This design comes from an exercise in tuning for small area on the open sky130 flow, not from production work. Function was checked by simulation only, so behaviour that the tests miss may differ from the original.

$ cat constraint.sdc
create_clock -name core_clock -period 5.5 [get_ports {clk}]
set_input_delay 1.1000 -clock core_clock [delete_from_list [all_inputs] [get_ports {clk}]]
set_output_delay 1.1000 -clock core_clock [all_outputs]
set_load 0.01 [all_outputs]
$ cat run.sh
#!/bin/bash
# synth_recipe.tcl (not shown) runs the flow's synth.tcl, then flattens the netlist and writes it again
# the make line also repeats each setting of config.mk as NAME=value (left out here)
make -C /OpenROAD-flow-scripts/flow DESIGN_CONFIG=/design/flow/config.mk WORK_HOME=/design/flow/orfs CLKGATE_MAP_FILE= SYNTH_SCRIPT=/design/flow/synth_recipe.tcl finish
$ cat design.v
`timescale 1ns / 1ps
module rhsl_div #(
  parameter int W = 10
) (
  input  logic [W-1:0] rem_in,
  input  logic         bit_in,
  input  logic [W-1:0] divisor,
  output logic [W-1:0] rem_out,
  output logic         q
);
  logic [W:0]   t, d;
  logic [W+1:0] bo;
  assign t     = {rem_in, bit_in};
  assign d     = {1'b0, divisor};
  assign bo[0] = 1'b0;
  for (genvar i = 0; i <= W; i++) begin : g_borrow
    assign bo[i+1] = (~t[i] & d[i]) | (~(t[i] & ~d[i]) & bo[i]);
  end
  assign q = ~bo[W+1];
  for (genvar i = 0; i < W; i++) begin : g_rem
    assign rem_out[i] = t[i] ^ (q & (d[i] ^ bo[i]));
  end
endmodule
`timescale 1ns / 1ps
module rgb_to_hsl_converter_core #(
  parameter int HUE_BITS = 12
) (
  input  logic                clk,
  input  logic                rst,
  input  logic                start,
  output logic                busy,
  input  logic [23:0]         pixel,
  output logic                done,
  output logic [HUE_BITS-1:0] hue,
  output logic [7:0]          saturation,
  output logic [7:0]          lightness,
  output logic                achromatic
);
  assign busy = rst;
  logic [7:0] r, g, b;
  assign r = pixel[23:16];
  assign g = pixel[15:8];
  assign b = pixel[7:0];
  logic gt_rg, gt_gr, gt_gb, gt_bg, gt_br, gt_rb;
  assign gt_rg = r > g;
  assign gt_gr = g > r;
  assign gt_gb = g > b;
  assign gt_bg = b > g;
  assign gt_br = b > r;
  assign gt_rb = r > b;
  logic [5:0] ks;   
  assign ks[0] = gt_rg  & !gt_bg;    
  assign ks[1] = !gt_rg & gt_rb;     
  assign ks[2] = gt_gb  & !gt_rb;    
  assign ks[3] = !gt_gb & gt_gr;     
  assign ks[4] = gt_br  & !gt_gr;    
  assign ks[5] = !gt_br & gt_bg;     
  logic [7:0] hi, lo, fa, fb;
  assign hi = (!gt_gr && !gt_br) ? r : (!gt_bg ? g : b);
  assign lo = (!gt_rg && !gt_rb) ? r : (!gt_gb ? g : b);
  assign fa = (ks[4] | ks[5]) ? r : ((ks[0] | ks[1]) ? g : b);
  assign fb = (ks[0] | ks[5]) ? b : ((ks[1] | ks[2]) ? r : g);
  logic [7:0] f0, delta0;
  logic [8:0] sum0;
  logic [2:0] k0;
  assign delta0 = hi - lo;
  assign f0     = fa - fb;
  assign sum0   = {1'b0, hi} + {1'b0, lo};
  assign k0     = {ks[4] | ks[5], ks[2] | ks[3], ks[1] | ks[3] | ks[5]};
  logic [7:0] r1_hf;
  always_ff @(posedge clk) r1_hf <= f0;
  logic [7:0] r1_hdelta;
  always_ff @(posedge clk) r1_hdelta <= delta0;
  logic [2:0] r1_k;
  always_ff @(posedge clk) r1_k <= k0;
  logic r1_gray;
  always_ff @(posedge clk) r1_gray <= (delta0 == 8'd0);
  logic [8:0] r1_ssum;
  always_ff @(posedge clk) r1_ssum <= sum0;
  logic [7:0] r1_sdelta;
  always_ff @(posedge clk) r1_sdelta <= delta0;
  logic [9:0] hi1_d3, hi1_e;
  logic [10:0] hi1_d5;
  assign hi1_d3 = {2'b0, r1_hdelta} + {1'b0, r1_hdelta, 1'b0};
  assign hi1_d5 = {3'b0, r1_hdelta} + {1'b0, r1_hdelta, 2'b0};
  assign hi1_e = (r1_k == 3'd0 || r1_k == 3'd3) ? {1'b0, hi1_d3[9:1]} :
               (r1_k == 3'd1 || r1_k == 3'd4) ? {3'b0, r1_hdelta[7:1]} : hi1_d5[10:1];
  logic [9:0] h2_r; logic h2_q;
  rhsl_div #(.W(10)) u_h2 (.rem_in({1'b0, r1_hf, 1'b0}), .bit_in(hi1_e[9]), .divisor(hi1_d3), .rem_out(h2_r), .q(h2_q));
  logic [9:0] h2_qv; assign h2_qv = 10'd0 | (10'(h2_q) << 9);
  logic [2:0] r2_k;
  always_ff @(posedge clk) r2_k <= r1_k;
  logic r2_gray;
  always_ff @(posedge clk) r2_gray <= r1_gray;
  logic [8:0] r2_ssum;
  always_ff @(posedge clk) r2_ssum <= r1_ssum;
  logic [7:0] r2_sdelta;
  always_ff @(posedge clk) r2_sdelta <= r1_sdelta;
  logic [9:0] r2_hr;
  always_ff @(posedge clk) r2_hr <= h2_r;
  logic [9:0] r2_hd;
  always_ff @(posedge clk) r2_hd <= hi1_d3;
  logic [9:0] r2_he;
  always_ff @(posedge clk) r2_he <= hi1_e;
  logic [9:0] r2_hq;
  always_ff @(posedge clk) r2_hq <= h2_qv;
  logic [9:0] h3_r; logic h3_q;
  rhsl_div #(.W(10)) u_h3 (.rem_in(r2_hr), .bit_in(r2_he[8]), .divisor(r2_hd), .rem_out(h3_r), .q(h3_q));
  logic [9:0] h3_qv; assign h3_qv = r2_hq | (10'(h3_q) << 8);
  logic [9:0] h4_r; logic h4_q;
  rhsl_div #(.W(10)) u_h4 (.rem_in(h3_r), .bit_in(r2_he[7]), .divisor(r2_hd), .rem_out(h4_r), .q(h4_q));
  logic [9:0] h4_qv; assign h4_qv = h3_qv | (10'(h4_q) << 7);
  logic [9:0] h5_r; logic h5_q;
  rhsl_div #(.W(10)) u_h5 (.rem_in(h4_r), .bit_in(r2_he[6]), .divisor(r2_hd), .rem_out(h5_r), .q(h5_q));
  logic [9:0] h5_qv; assign h5_qv = h4_qv | (10'(h5_q) << 6);
  logic [7:0] si6_den;
  logic [8:0] si6_t, si6_ls;
  assign si6_den = r2_ssum[8] ? 8'(9'd510 - r2_ssum) : r2_ssum[7:0];
  assign si6_t   = {2'b0, si6_den[7:1]} - {1'b0, r2_sdelta};
  assign si6_ls  = r2_ssum + 9'd1;
  logic [7:0] s7_r; logic s7_q;
  rhsl_div #(.W(8)) u_s7 (.rem_in((r2_sdelta - {7'b0, si6_t[8]})), .bit_in(si6_t[7:0][7]), .divisor(si6_den), .rem_out(s7_r), .q(s7_q));
  logic [7:0] s7_qv; assign s7_qv = 8'd0 | (8'(s7_q) << 7);
  logic [2:0] r3_k;
  always_ff @(posedge clk) r3_k <= r2_k;
  logic r3_gray;
  always_ff @(posedge clk) r3_gray <= r2_gray;
  logic [9:0] r3_hr;
  always_ff @(posedge clk) r3_hr <= h5_r;
  logic [9:0] r3_hd;
  always_ff @(posedge clk) r3_hd <= r2_hd;
  logic [9:0] r3_he;
  always_ff @(posedge clk) r3_he <= r2_he;
  logic [9:0] r3_hq;
  always_ff @(posedge clk) r3_hq <= h5_qv;
  logic [7:0] r3_sr;
  always_ff @(posedge clk) r3_sr <= s7_r;
  logic [7:0] r3_sd;
  always_ff @(posedge clk) r3_sd <= si6_den;
  logic [7:0] r3_se;
  always_ff @(posedge clk) r3_se <= si6_t[7:0];
  logic [7:0] r3_sq;
  always_ff @(posedge clk) r3_sq <= s7_qv;
  logic [7:0] r3_light;
  always_ff @(posedge clk) r3_light <= si6_ls[8:1];
  logic [9:0] h8_r; logic h8_q;
  rhsl_div #(.W(10)) u_h8 (.rem_in(r3_hr), .bit_in(r3_he[5]), .divisor(r3_hd), .rem_out(h8_r), .q(h8_q));
  logic [9:0] h8_qv; assign h8_qv = r3_hq | (10'(h8_q) << 5);
  logic [9:0] h9_r; logic h9_q;
  rhsl_div #(.W(10)) u_h9 (.rem_in(h8_r), .bit_in(r3_he[4]), .divisor(r3_hd), .rem_out(h9_r), .q(h9_q));
  logic [9:0] h9_qv; assign h9_qv = h8_qv | (10'(h9_q) << 4);
  logic [9:0] h10_r; logic h10_q;
  rhsl_div #(.W(10)) u_h10 (.rem_in(h9_r), .bit_in(r3_he[3]), .divisor(r3_hd), .rem_out(h10_r), .q(h10_q));
  logic [9:0] h10_qv; assign h10_qv = h9_qv | (10'(h10_q) << 3);
  logic [7:0] s11_r; logic s11_q;
  rhsl_div #(.W(8)) u_s11 (.rem_in(r3_sr), .bit_in(r3_se[6]), .divisor(r3_sd), .rem_out(s11_r), .q(s11_q));
  logic [7:0] s11_qv; assign s11_qv = r3_sq | (8'(s11_q) << 6);
  logic [7:0] s12_r; logic s12_q;
  rhsl_div #(.W(8)) u_s12 (.rem_in(s11_r), .bit_in(r3_se[5]), .divisor(r3_sd), .rem_out(s12_r), .q(s12_q));
  logic [7:0] s12_qv; assign s12_qv = s11_qv | (8'(s12_q) << 5);
  logic [7:0] s13_r; logic s13_q;
  rhsl_div #(.W(8)) u_s13 (.rem_in(s12_r), .bit_in(r3_se[4]), .divisor(r3_sd), .rem_out(s13_r), .q(s13_q));
  logic [7:0] s13_qv; assign s13_qv = s12_qv | (8'(s13_q) << 4);
  logic [2:0] r4_k;
  always_ff @(posedge clk) r4_k <= r3_k;
  logic r4_gray;
  always_ff @(posedge clk) r4_gray <= r3_gray;
  logic [9:0] r4_hr;
  always_ff @(posedge clk) r4_hr <= h10_r;
  logic [9:0] r4_hd;
  always_ff @(posedge clk) r4_hd <= r3_hd;
  logic [9:0] r4_he;
  always_ff @(posedge clk) r4_he <= r3_he;
  logic [9:0] r4_hq;
  always_ff @(posedge clk) r4_hq <= h10_qv;
  logic [7:0] r4_sr;
  always_ff @(posedge clk) r4_sr <= s13_r;
  logic [7:0] r4_sd;
  always_ff @(posedge clk) r4_sd <= r3_sd;
  logic [7:0] r4_se;
  always_ff @(posedge clk) r4_se <= r3_se;
  logic [7:0] r4_sq;
  always_ff @(posedge clk) r4_sq <= s13_qv;
  logic [7:0] r4_light;
  always_ff @(posedge clk) r4_light <= r3_light;
  logic [9:0] h14_r; logic h14_q;
  rhsl_div #(.W(10)) u_h14 (.rem_in(r4_hr), .bit_in(r4_he[2]), .divisor(r4_hd), .rem_out(h14_r), .q(h14_q));
  logic [9:0] h14_qv; assign h14_qv = r4_hq | (10'(h14_q) << 2);
  logic [9:0] h15_r; logic h15_q;
  rhsl_div #(.W(10)) u_h15 (.rem_in(h14_r), .bit_in(r4_he[1]), .divisor(r4_hd), .rem_out(h15_r), .q(h15_q));
  logic [9:0] h15_qv; assign h15_qv = h14_qv | (10'(h15_q) << 1);
  logic [9:0] h16_r; logic h16_q;
  rhsl_div #(.W(10)) u_h16 (.rem_in(h15_r), .bit_in(r4_he[0]), .divisor(r4_hd), .rem_out(h16_r), .q(h16_q));
  logic [9:0] h16_qv; assign h16_qv = h15_qv | (10'(h16_q) << 0);
  logic [7:0] s17_r; logic s17_q;
  rhsl_div #(.W(8)) u_s17 (.rem_in(r4_sr), .bit_in(r4_se[3]), .divisor(r4_sd), .rem_out(s17_r), .q(s17_q));
  logic [7:0] s17_qv; assign s17_qv = r4_sq | (8'(s17_q) << 3);
  logic [7:0] s18_r; logic s18_q;
  rhsl_div #(.W(8)) u_s18 (.rem_in(s17_r), .bit_in(r4_se[2]), .divisor(r4_sd), .rem_out(s18_r), .q(s18_q));
  logic [7:0] s18_qv; assign s18_qv = s17_qv | (8'(s18_q) << 2);
  logic [7:0] s19_r; logic s19_q;
  rhsl_div #(.W(8)) u_s19 (.rem_in(s18_r), .bit_in(r4_se[1]), .divisor(r4_sd), .rem_out(s19_r), .q(s19_q));
  logic [7:0] s19_qv; assign s19_qv = s18_qv | (8'(s19_q) << 1);
  logic [2:0] r5_k;
  always_ff @(posedge clk) r5_k <= r4_k;
  logic r5_gray;
  always_ff @(posedge clk) r5_gray <= r4_gray;
  logic [9:0] r5_hq;
  always_ff @(posedge clk) r5_hq <= h16_qv;
  logic [7:0] r5_sr;
  always_ff @(posedge clk) r5_sr <= s19_r;
  logic [7:0] r5_sd;
  always_ff @(posedge clk) r5_sd <= r4_sd;
  logic [7:0] r5_se;
  always_ff @(posedge clk) r5_se <= r4_se;
  logic [7:0] r5_sq;
  always_ff @(posedge clk) r5_sq <= s19_qv;
  logic [7:0] r5_light;
  always_ff @(posedge clk) r5_light <= r4_light;
  logic [7:0] s20_r; logic s20_q;
  rhsl_div #(.W(8)) u_s20 (.rem_in(r5_sr), .bit_in(r5_se[0]), .divisor(r5_sd), .rem_out(s20_r), .q(s20_q));
  logic [7:0] s20_qv; assign s20_qv = r5_sq | (8'(s20_q) << 0);
  logic [4:0] v;
  always_ff @(posedge clk) begin
    if (rst) v <= '0;
    else v <= {v[3:0], start};
  end
  assign done = v[4];
  logic [11:0] kint;
  always_comb begin
    case (r5_k)
      3'd0:    kint = 12'd0;
      3'd1:    kint = 12'd683;
      3'd2:    kint = 12'd1365;
      3'd3:    kint = 12'd2048;
      3'd4:    kint = 12'd2731;
      default: kint = 12'd3413;
    endcase
  end
  assign hue        = r5_gray ? '0 : HUE_BITS'(kint + {2'b0, r5_hq});
  assign saturation = r5_gray ? '0 : s20_qv;
  assign lightness  = r5_light;
  assign achromatic = r5_gray;
endmodule
$ cat config.mk
export PLATFORM = sky130hd
export DESIGN_NAME = rgb_to_hsl_converter_core
export DESIGN_NICKNAME = rgb_to_hsl_converter_core
export VERILOG_FILES = /design/flow/design.v
export SDC_FILE = /design/flow/constraint.sdc
export NUM_CORES = 4
export LEC_CHECK = 0
export ABC_AREA = 1
export CAP_MARGIN = 20
export CORE_MARGIN = 2
export CORE_UTILIZATION = 40
export SLEW_MARGIN = 20
==> flow_metrics.py <==
metrics = {
    "yosys": {
        "yosys-top-cells-count": "nand2_1, inv_1, dfxtp_1",
        "ys_seq_elements": 258,
        "synth_top_area_share_pct": 32.4,
        "synth_area_leader_cell": "dfxtp_1",
        "avgSynthCellArea_um2": 7.07,
        "synth.distinct_cells": 50,
        "synth_edf_count": 0,
        "synth.most_common_cell": "nand2_1",
        "yosys_warnings": 1,
        "ys.flop_type": "dfxtp_1",
        "async_reset_ff_share_pct": 0,
        "syn-num-nets": 2375,
        "synth_area_leaders": "dfxtp_1, nand2_1, xor2_1, inv_1, nand3_1",
        "netlist_area_um2": 16000,
        "synthCells": 2259,
        "yosysSeqAreaShare_pct": 32.4,
    },
    "drt": {
        "drcViolationCount": 0,
        "vias_per_cell": 4.71,
        "drtIter0Drc": 569,
        "wirelength_um": 33400,
        "ant_nets": 0,
        "drtPass1Iterations": 5,
        "dr_total_vias": 13600,
        "wl_per_cell_um": 11.5,
    },
    "setup_path": {
        "critPathMostFrequentCell": "nor2_1",
        "cp_slowest_cell": "clkdlybuf4s50_1",
        "crit_required_ns": 4.40,
        "crit_path_cell_trace": "inv_1, a21oi_1, o21ai_0, ha_1, fa_1, a31oi_1, nor2_1, nor2_1, o21bai_1, nand2_1, inv_1, nor2_1, nor2_1, nor2_1, nor2_1, o21ai_0, nand2_1, a21oi_1, o21a_1, clkdlybuf4s50_1",
        "crit_type": "register to primary output",
        "crit_arrival_ns": 3.93,
        "endpoint_kind": "primary output",
        "crit_fanout": 4,
        "critPathLaunchType": "register",
        "r2r_cells": 29,
        "crit_path_max_incr_delay_ns": 0.53,
    },
    "sta": {
        "tns_ns": 0,
        "finalCritPeriodShare_pct": 91.5,
        "layout_min_cycle_time_ns": 5.03,
        "slew_headroom_pct": 32.4,
        "setup-violations-final": 0,
        "max_freq_mhz": 199,
        "rsz0062_at_grt": "no",
        "finClkSkew_ns": 0.0118,
        "finalMaxSlewViolations": 0,
        "tightest_slew_ns": 1.01,
        "hold_viol": 0,
    },
    "worst_hold_path": {
        "worstHoldPathCells": 0,
        "hp-class": "register to register",
    },
    "run": {
        "drv_cap": 0,
    },
    "final_layout": {
        "antenna_cells": 0,
        "fin_nets": 2467,
        "postLayoutCellArea_um2": 18300,
        "syn2layout_area_growth_pct": 14.6,
        "drive_above_1_share_pct": 10.8,
        "fillers": 3918,
    },
    "grt": {
        "grt.overflow.total": 0,
        "grt_max_degree": 22,
        "grt_pass1_wl_um": 57700,
        "grt_usage_pct": 16.4,
        "antenna_found_initial": 0,
        "grt_pass1_vias": 12900,
    },
    "clock_network": {
        "clock-root-buffer": "clkbuf_16",
        "numClockSinks": 258,
        "clk-insertion-delay-late_ns": 0.56,
        "clk_pin_slew_worst_paths_ns": 0.06,
        "htreeDepth": 1,
        "clockBufferDepth": 3,
        "cts_tree": "yes",
        "cts_made_buffers": 27,
    },
    "floorplan": {
        "die_w_um": 204,
        "row_count": 73,
        "dieArea_um2": 41500,
        "start_util_pct": 40.4,
        "num_io_pins": 58,
        "design.core.area_um2": 39500,
        "die_h_um": 204,
    },
    "placed_design": {
        "hpwl_um": 27200,
        "routabilityCongestion": 0.910,
        "dpl-instance-area_um2": 17200,
        "numPortBuffers": 57,
    },
    "status": {
        "status": "finished clean",
    },
}
==> cell type report <==
cell class	count	area, µm²	area share (%)
clock inverters	15	218	1.19
clock buffers	35	726	3.97
flip-flops and latches	258	5170	28.3
repair buffers	101	903	4.94
inverters	339	1280	7.01
multi-input cells	1624	9340	51.1
well taps	525	657	3.59
==> registers in the layout (all words and copies together) (netlist names), 8 cells and up <==
name,cells
r3_hd,10
r4_light,8
r3_light,8
r2_hr,10
r2_he,9
r4_hr,10
r2_hd,9
r2_sdelta,8
r3_sr,8
r3_hr,10
r4_sr,8
r5_sr,8
r5_light,8
r1_ssum,9
r4_hd,10
r5_sd,8
r1_hf,8
r2_ssum,8
r5_hq,10
==> what timing repair did <==
item / in CTS / in global routing
endpoints found under the setup margin: 8 / 22
setup buffers: 0 / 4
pin swaps: 0 / 3
resized for setup: 1 / 31
endpoints found under the hold margin: 0 / 0
hold buffers: 0 / 0
==> worst paths after layout <==
kind	startpoint	endpoint	slack [ns]
worst max register to register	r1_sdelta[2]	r2_hr[8]	0.48
worst max-delay path	r5_k[0]	hue[10]	0.47
worst min register to register	r3_sq[7]	r4_sq[7]	0.32
worst min-delay path	r3_sq[7]	r4_sq[7]	0.32
==> worst max-delay path, delay by kind of cell (launching register included) <==
kind	cells	cell delay, ns
AOI/OAI and AO/OA	7	1.09
adders and majority gates	2	0.66
buffers and inverters	3	0.67
DFF	1	0.36
and+or+nand+nor	8	0.62
==> per-stage QoR <==
step	worst slack (ns)	instances	hold WS [ns]	util, %
final	0.467	2897	0.323	46.2
after global routing	0.0168	2897	0.320	46.2
after CTS	0.0378	2893	0.319	45.9
after detailed placement	0.0211	2843	0.312	43.5
after global placement	0.0240	2843	0.310	43.5
after floorplan	0.525	2259	0.310	-
==> per-layer routing <==
layer | track usage [%] | up-vias | wire length [µm]
met3 | 1.87 | 55 | 1190
met1 | 20.0 | 6078 | 15300
met5 | 0 | - | 0
met4 | 5.45 | 0 | 871
li1 | - | 7319 | -
met2 | 29.8 | 189 | 16100
==> cells in the final DEF, fill, tap and decap left out, types with 7 or more instances in the layout <==
cell	count
clkbuf_16	27
o22ai_1	8
nand2_1	632
ha_1	79
nand2_2	38
xor2_1	151
xnor2_1	24
o21ai_1	8
o211ai_1	14
nand3_2	50
or2_2	32
or2_1	7
nand3_1	205
a21oi_1	74
inv_1	331
o21ai_0	96
nor2_1	101
buf_4	44
o21ai_2	14
clkdlybuf4s50_1	56
dfxtp_1	256
nor3_1	9
nand4_1	9
==> kinds of logic (layout without fill, tap and decap cells) <==
family                     count (synthesis)  count (layout)  share of synthesized area (%)
AOI/OAI and AO/OA                        249             249                           8.89
buffers and inverters                    377             490                           9.80
DFF                                      258             258                           32.4
and+or+nand+nor                         1105            1105                           31.6
adders and majority gates                 91              91                           7.43
xor gates and xnor gates                 179             179                           9.96

separate check: timing with driven ports:
How much do the figures lean on ideal ports? The routed layout below was timed once more, with nothing changed but the port constraints.
Step 1 (the two cells are an assumption about what drives the block):
set clk [get_ports {clk}]
set_driving_cell -lib_cell sky130_fd_sc_hd__clkbuf_16 $clk
set_driving_cell -lib_cell sky130_fd_sc_hd__buf_2 [delete_from_list [all_inputs] $clk]
Step 2, shift: input delay + t, output delay - t, t = (earliest + latest rising clock arrival at the registers) / 2. This alone moves slack from input paths to output paths.
a / b / c = ideal ports / drivers / drivers and shift; a / b = the first two.
shift t [ns]: 0.600
setup slack, ns: 0.467 / 0.416 / -0.008
worst setup path after step 2: input to register
slew at the worst register clock pin (ns): 0.07 / 0.07
worst slew at a driven data input, ns: 0.04
With both steps, setup timing fails in this run, where it was met with ideal ports. The setup slack of this run moves by -0.051 ns with the drivers and by -0.475 ns with both steps.
